This is an optimization exercise on Yosys and OpenROAD, whose aim is small area and a short achievable clock period, not a production implementation.
Where RTL was checked, it was by simulation tests only, not by an equivalence proof against the original.
Power is estimated from default activity; no workload was simulated.

==> flow/design.v (excerpt) <==
module worley_field_pipe #(
  parameter int NUM_PTS    = 4,
  parameter int COORD_W    = 10,
  parameter int H_ACTIVE   = 640,
  parameter int V_ACTIVE   = 480,
  parameter int DIST_SHIFT = 8,
  parameter int OUT_W      = 8
) (
  input  logic               clk,
  input  logic               rst_n,
  input  logic               frame_start,
  input  logic               pix_valid,
  input  logic [COORD_W-1:0] x,
  input  logic [COORD_W-1:0] y,
  output logic               noise_valid,
  output logic [OUT_W-1:0]   noise,
  output logic [2:0]         cell_id,
  output logic               busy
);
  logic [2:0] cnt;
  logic       commit;
  always_ff @(posedge clk)
    if (!rst_n)               cnt <= 3'd0;
    else if (cnt == 3'd0)     cnt <= {2'b00, frame_start};
    else if (cnt == 3'd5)     cnt <= 3'd0;
    else                      cnt <= cnt + 3'd1;
  assign busy   = cnt != 3'd0;
  assign commit = cnt == 3'd5;
  logic [0:0] commit_d;
  always_ff @(posedge clk)
    if (!rst_n) commit_d <= '0;
    else        commit_d <= {commit_d, commit};
  logic upd;
  assign upd = commit_d[0];
  logic [9:0] px [4];
  logic [9:0] py [4];
  logic [3:0] vxn, vyn;
  logic [9:0] ux0_c;   
  assign ux0_c[0] = upd;
  assign ux0_c[1] = ux0_c[0] & (px[0][0] ^ vxn[0]);
  assign ux0_c[2] = ux0_c[1] & (px[0][1] ^ vxn[0]);
  assign ux0_c[3] = ux0_c[2] & (px[0][2] ^ vxn[0]);
  assign ux0_c[4] = ux0_c[3] & (px[0][3] ^ vxn[0]);
  assign ux0_c[5] = ux0_c[4] & (px[0][4] ^ vxn[0]);
  assign ux0_c[6] = ux0_c[5] & (px[0][5] ^ vxn[0]);
  assign ux0_c[7] = ux0_c[6] & (px[0][6] ^ vxn[0]);
  assign ux0_c[8] = ux0_c[7] & (px[0][7] ^ vxn[0]);
  assign ux0_c[9] = ux0_c[8] & (px[0][8] ^ vxn[0]);
  logic ux0_z;
  assign ux0_z = ux0_c[9] & (px[0][9] ^ vxn[0]);
  logic ux0_t;
  assign ux0_t = px[0][9:0] == 10'd639;
  logic [9:0] ux0_n;
  assign ux0_n = px[0] ^ ux0_c;
  logic ux0_lo, ux0_hi;
  assign ux0_lo = upd & vxn[0] & ux0_z;
  assign ux0_hi = upd & !vxn[0] & ux0_t;
  logic [9:0] uy0_c;   
  assign uy0_c[1] = upd;
  assign uy0_c[2] = uy0_c[1] & (py[0][1] ^ vyn[0]);
  assign uy0_c[3] = uy0_c[2] & (py[0][2] ^ vyn[0]);
  assign uy0_c[4] = uy0_c[3] & (py[0][3] ^ vyn[0]);
  assign uy0_c[5] = uy0_c[4] & (py[0][4] ^ vyn[0]);
  assign uy0_c[6] = uy0_c[5] & (py[0][5] ^ vyn[0]);
  assign uy0_c[7] = uy0_c[6] & (py[0][6] ^ vyn[0]);
  ...
==> flow/config.mk <==
export PLATFORM = sky130hd
export DESIGN_NAME = worley_field_pipe
export DESIGN_NICKNAME = worley_field_pipe
export VERILOG_FILES = /design/flow/design.v
export SDC_FILE = /design/flow/constraint.sdc
export NUM_CORES = 4
export LEC_CHECK = 0
export CAP_MARGIN = 20
export CORE_MARGIN = 2
export CORE_UTILIZATION = 60
export SETUP_SLACK_MARGIN = 4.8
export SLEW_MARGIN = 20
export SYNTH_HIERARCHICAL = 1
export SYNTH_MINIMUM_KEEP_SIZE = 0
==> flow/constraint.sdc <==
create_clock -name core_clock -period 8.0 [get_ports {clk}]
set_input_delay 1.6000 -clock core_clock [delete_from_list [all_inputs] [get_ports {clk}]]
set_output_delay 1.6000 -clock core_clock [all_outputs]
set_load 0.01 [all_outputs]
run.sh (not shown) runs the stock make flow with config.mk's settings and CLKGATE_MAP_FILE= SYNTH_SCRIPT=/design/flow/synth_recipe.tcl, a recipe that flattens the netlist after the stock synthesis.
Then changed:
--- a/flow/config.mk
+++ b/flow/config.mk
@@ -9,3 +9,3 @@
 export CORE_MARGIN = 2
-export CORE_UTILIZATION = 60
+export CORE_UTILIZATION = 40
 export SETUP_SLACK_MARGIN = 4.8
Effect:
- The new run produced a clean layout
- routed wire length increases by a few percent
- hold slack improved by 0.0059 ns
- non-clock buffer count stays the same
- die area increases by well over a third
- final area increases slightly
- area after synthesis stays the same
No functional check of the RTL was part of any run of this note.

== indigo ==
worley_field_pipe, a different RTL version from the one above (not shown whole).
Size: about 2700 cells after synthesis, ~37 I/O pins, ~28000 µm² of cells after synthesis.
==> flow/config.mk <==
export PLATFORM = sky130hd
export DESIGN_NAME = worley_field_pipe
export DESIGN_NICKNAME = worley_field_pipe
export VERILOG_FILES = /design/flow/design.v
export SDC_FILE = /design/flow/constraint.sdc
export NUM_CORES = 4
export LEC_CHECK = 0
export CAP_MARGIN = 20
export CORE_MARGIN = 2
export CORE_UTILIZATION = 50
export CTS_CLUSTER_DIAMETER = 100
export CTS_CLUSTER_SIZE = 30
export PLACE_DENSITY = 0.75
export SETUP_SLACK_MARGIN = 5.0
export SLEW_MARGIN = 20
export SYNTH_HIERARCHICAL = 1
export SYNTH_MINIMUM_KEEP_SIZE = 0
==> flow/constraint.sdc <==
create_clock -name core_clock -period 8.0 [get_ports {clk}]
set_input_delay 1.6000 -clock core_clock [delete_from_list [all_inputs] [get_ports {clk}]]
set_output_delay 1.6000 -clock core_clock [all_outputs]
set_load 0.01 [all_outputs]
Per the final summary, indigo finished and its layout is clean on timing, DRC and antenna.
The inputs of zinc differ from those of indigo as listed below.
diff --git a/flow/config.mk b/flow/config.mk
--- a/flow/config.mk
+++ b/flow/config.mk
@@ -11,3 +10,0 @@
-export CTS_CLUSTER_DIAMETER = 100
-export CTS_CLUSTER_SIZE = 30
-export PLACE_DENSITY = 0.75
--- outcome ---
Between zinc and indigo, the difference in multi-input combinational cell area is negligible.
zinc vs. indigo: logic gate share of total power fell 5.0 points, register-to-register slack rose 0.04 ns, clock network fraction of design power rose 7.0 points, number of design-rule violations left by the first detailed-router iteration fell 404, number of global-route vias before repair fell 1.9%.
Compared with indigo, zinc shows final-layout clock buffer total that has gone up by more than 100%.
zinc ended with more share of layout cells above drive strength 1 than indigo.
zinc vs indigo — total power climbed by a little under 10%
Comparing indigo against zinc, there is no change at all in cell count after placement.
Number of diodes added for antenna fixing in zinc vs indigo: up 1
Input-level comparison between sierra and zinc:
diff --git a/flow/config.mk b/flow/config.mk
--- a/flow/config.mk
+++ b/flow/config.mk
@@ -10 +10 @@
-export CORE_UTILIZATION = 50
+export CORE_UTILIZATION = 65
Results
- sierra closes out successfully: all stages finished, all timing, DRC and antenna checks passed.
- In sierra the clock-cell share of area turned out 0.47 points higher than in zinc.
- Relative to zinc, aggregate routed wire length has increased by 810 µm in sierra.
- For zinc, the source of the critical timing path was ay1[9], unlike sierra, where it was ay3[8].
- sierra vs. zinc: portion of total power attributed to the clock network moved up, total power moved up.
- sierra leaves less setup margin than zinc.
Setup changes, sierra to onyx
diff --git a/flow/config.mk b/flow/config.mk
--- a/flow/config.mk
+++ b/flow/config.mk
@@ -10 +10,3 @@
-export CORE_UTILIZATION = 65
+export CORE_UTILIZATION = 50
+export CTS_CLUSTER_DIAMETER = 100
+export CTS_CLUSTER_SIZE = 30
Findings:
Any difference in reg-to-reg setup timing slack between sierra and onyx is small enough to ignore.
Area overhead of the layout relative to synthesis delta for onyx relative to sierra: 1.7 points lower
Critical path depth in onyx is 1 below sierra.
Number of clock buffers inserted by TritonCTS for onyx: about 56% down relative to sierra
The lower detailed-route vias per instance of onyx and sierra is in onyx.
Worst relative slew slack up 4.1 points in onyx wrt sierra
Die span in x, onyx vs sierra: up by more than 10%
Looking at global-route usage, onyx sits 7.5 points below sierra.
Delta(final standard cell utilization of the core, onyx - sierra) < 0
Comparing onyx and sierra, the lower first-pass GRT wire length was measured on onyx.
Post-route cell area improves in onyx relative to sierra.

JK:
worley_field_pipe again, from the RTL that the note above started with.
// worley_field_pipe
module worley_field_pipe #(
  parameter int NUM_PTS    = 4,
  parameter int COORD_W    = 10,
  parameter int H_ACTIVE   = 640,
  parameter int V_ACTIVE   = 480,
  parameter int DIST_SHIFT = 8,
  parameter int OUT_W      = 8
) (
  input  logic               clk,
  input  logic               rst_n,
  input  logic               frame_start,
  input  logic               pix_valid,
  input  logic [COORD_W-1:0] x,
  input  logic [COORD_W-1:0] y,
  output logic               noise_valid,
  output logic [OUT_W-1:0]   noise,
  output logic [2:0]         cell_id,
  output logic               busy
);
Settings: LEC_CHECK=0, CAP_MARGIN=20, CORE_MARGIN=2, CORE_UTILIZATION=45, CTS_CLUSTER_DIAMETER=100, CTS_CLUSTER_SIZE=30, SETUP_SLACK_MARGIN=5.0, SLEW_MARGIN=20, SYNTH_HIERARCHICAL=1, SYNTH_MINIMUM_KEEP_SIZE=0; clock period 8.0 ns.
JK reached the end of the flow, and the finished layout is clean on the timing, DRC and antenna checks.
## Diff of input files: MS against JK
# JK
export LEC_CHECK = 0
export CAP_MARGIN = 20
export CORE_MARGIN = 2
export CORE_UTILIZATION = 45
export CTS_CLUSTER_DIAMETER = 100
export CTS_CLUSTER_SIZE = 30
export SETUP_SLACK_MARGIN = 5.0
export SLEW_MARGIN = 20
export SYNTH_HIERARCHICAL = 1
export SYNTH_MINIMUM_KEEP_SIZE = 0
create_clock -name core_clock -period 8.0 [get_ports {clk}]
# MS
export LEC_CHECK = 0
export CAP_MARGIN = 20
export CORE_MARGIN = 2
export CORE_UTILIZATION = 50
export CTS_CLUSTER_DIAMETER = 100
export CTS_CLUSTER_SIZE = 30
export SETUP_SLACK_MARGIN = 5.0
export SLEW_MARGIN = 20
export SYNTH_HIERARCHICAL = 1
export SYNTH_MINIMUM_KEEP_SIZE = 0
export TNS_END_PERCENT = 10
create_clock -name core_clock -period 8.0 [get_ports {clk}]
Findings:
MS against JK: required time at the worst-slack endpoint shows a reduction of 2050 ps; fraction of power consumed by the clock network lower.
Summary of MS over JK: first-iteration DRC count -8.8%; layout overhead on the synthesized area fell 2.9 points; CTS buffer count dropped 2; net switching share of the total power shows a reduction of 0.30 points.

==> static timing again, ports no longer ideal <==
The flow's constraints put no driver on any port. The routed layouts listed below were extracted and timed again, unchanged, in two steps.
Step 1 assumes that a clkbuf_16 drives the clock port and a buf_2 every other input.
Step 2 also shifts input and output timing later by t, the mid clock arrival at the registers, as if the neighbouring blocks saw the same clock.
Slacks: ideal / step 1 / step 2; pairs: ideal / step 1.
run	shift t [ns]	slack for setup (ns)	worst setup path at the end	latest minus earliest clock arrival (ns)	worst register clock-pin slew, ns
the first run of note 1	0.647	4.845 / 4.845 / 4.488	input to register	0.026 / 0.025	0.07 / 0.07
the second run of note 1	0.666	4.876 / 4.857 / 4.351	input to register	0.030 / 0.030	0.07 / 0.07
indigo	0.608	4.987 / 4.987 / 4.848	input to register	0.018 / 0.018	0.11 / 0.11
zinc	0.623	5.030 / 5.030 / 4.857	input to register	0.034 / 0.035	0.06 / 0.06
sierra	0.620	5.020 / 5.020 / 4.832	input to register	0.036 / 0.036	0.06 / 0.06
onyx	0.623	5.015 / 5.015 / 4.860	input to register	0.035 / 0.035	0.11 / 0.11
JK	0.623	4.978 / 4.978 / 4.833	input to register	0.046 / 0.046	0.11 / 0.11
MS	0.621	4.943 / 4.881 / 4.831	input to register	0.036 / 0.036	0.11 / 0.11
After both steps setup and hold are still met in every run listed. The setup slack of the second run of note 1, which loses most, moves by -0.019 ns with the drivers and by -0.525 ns with both steps.
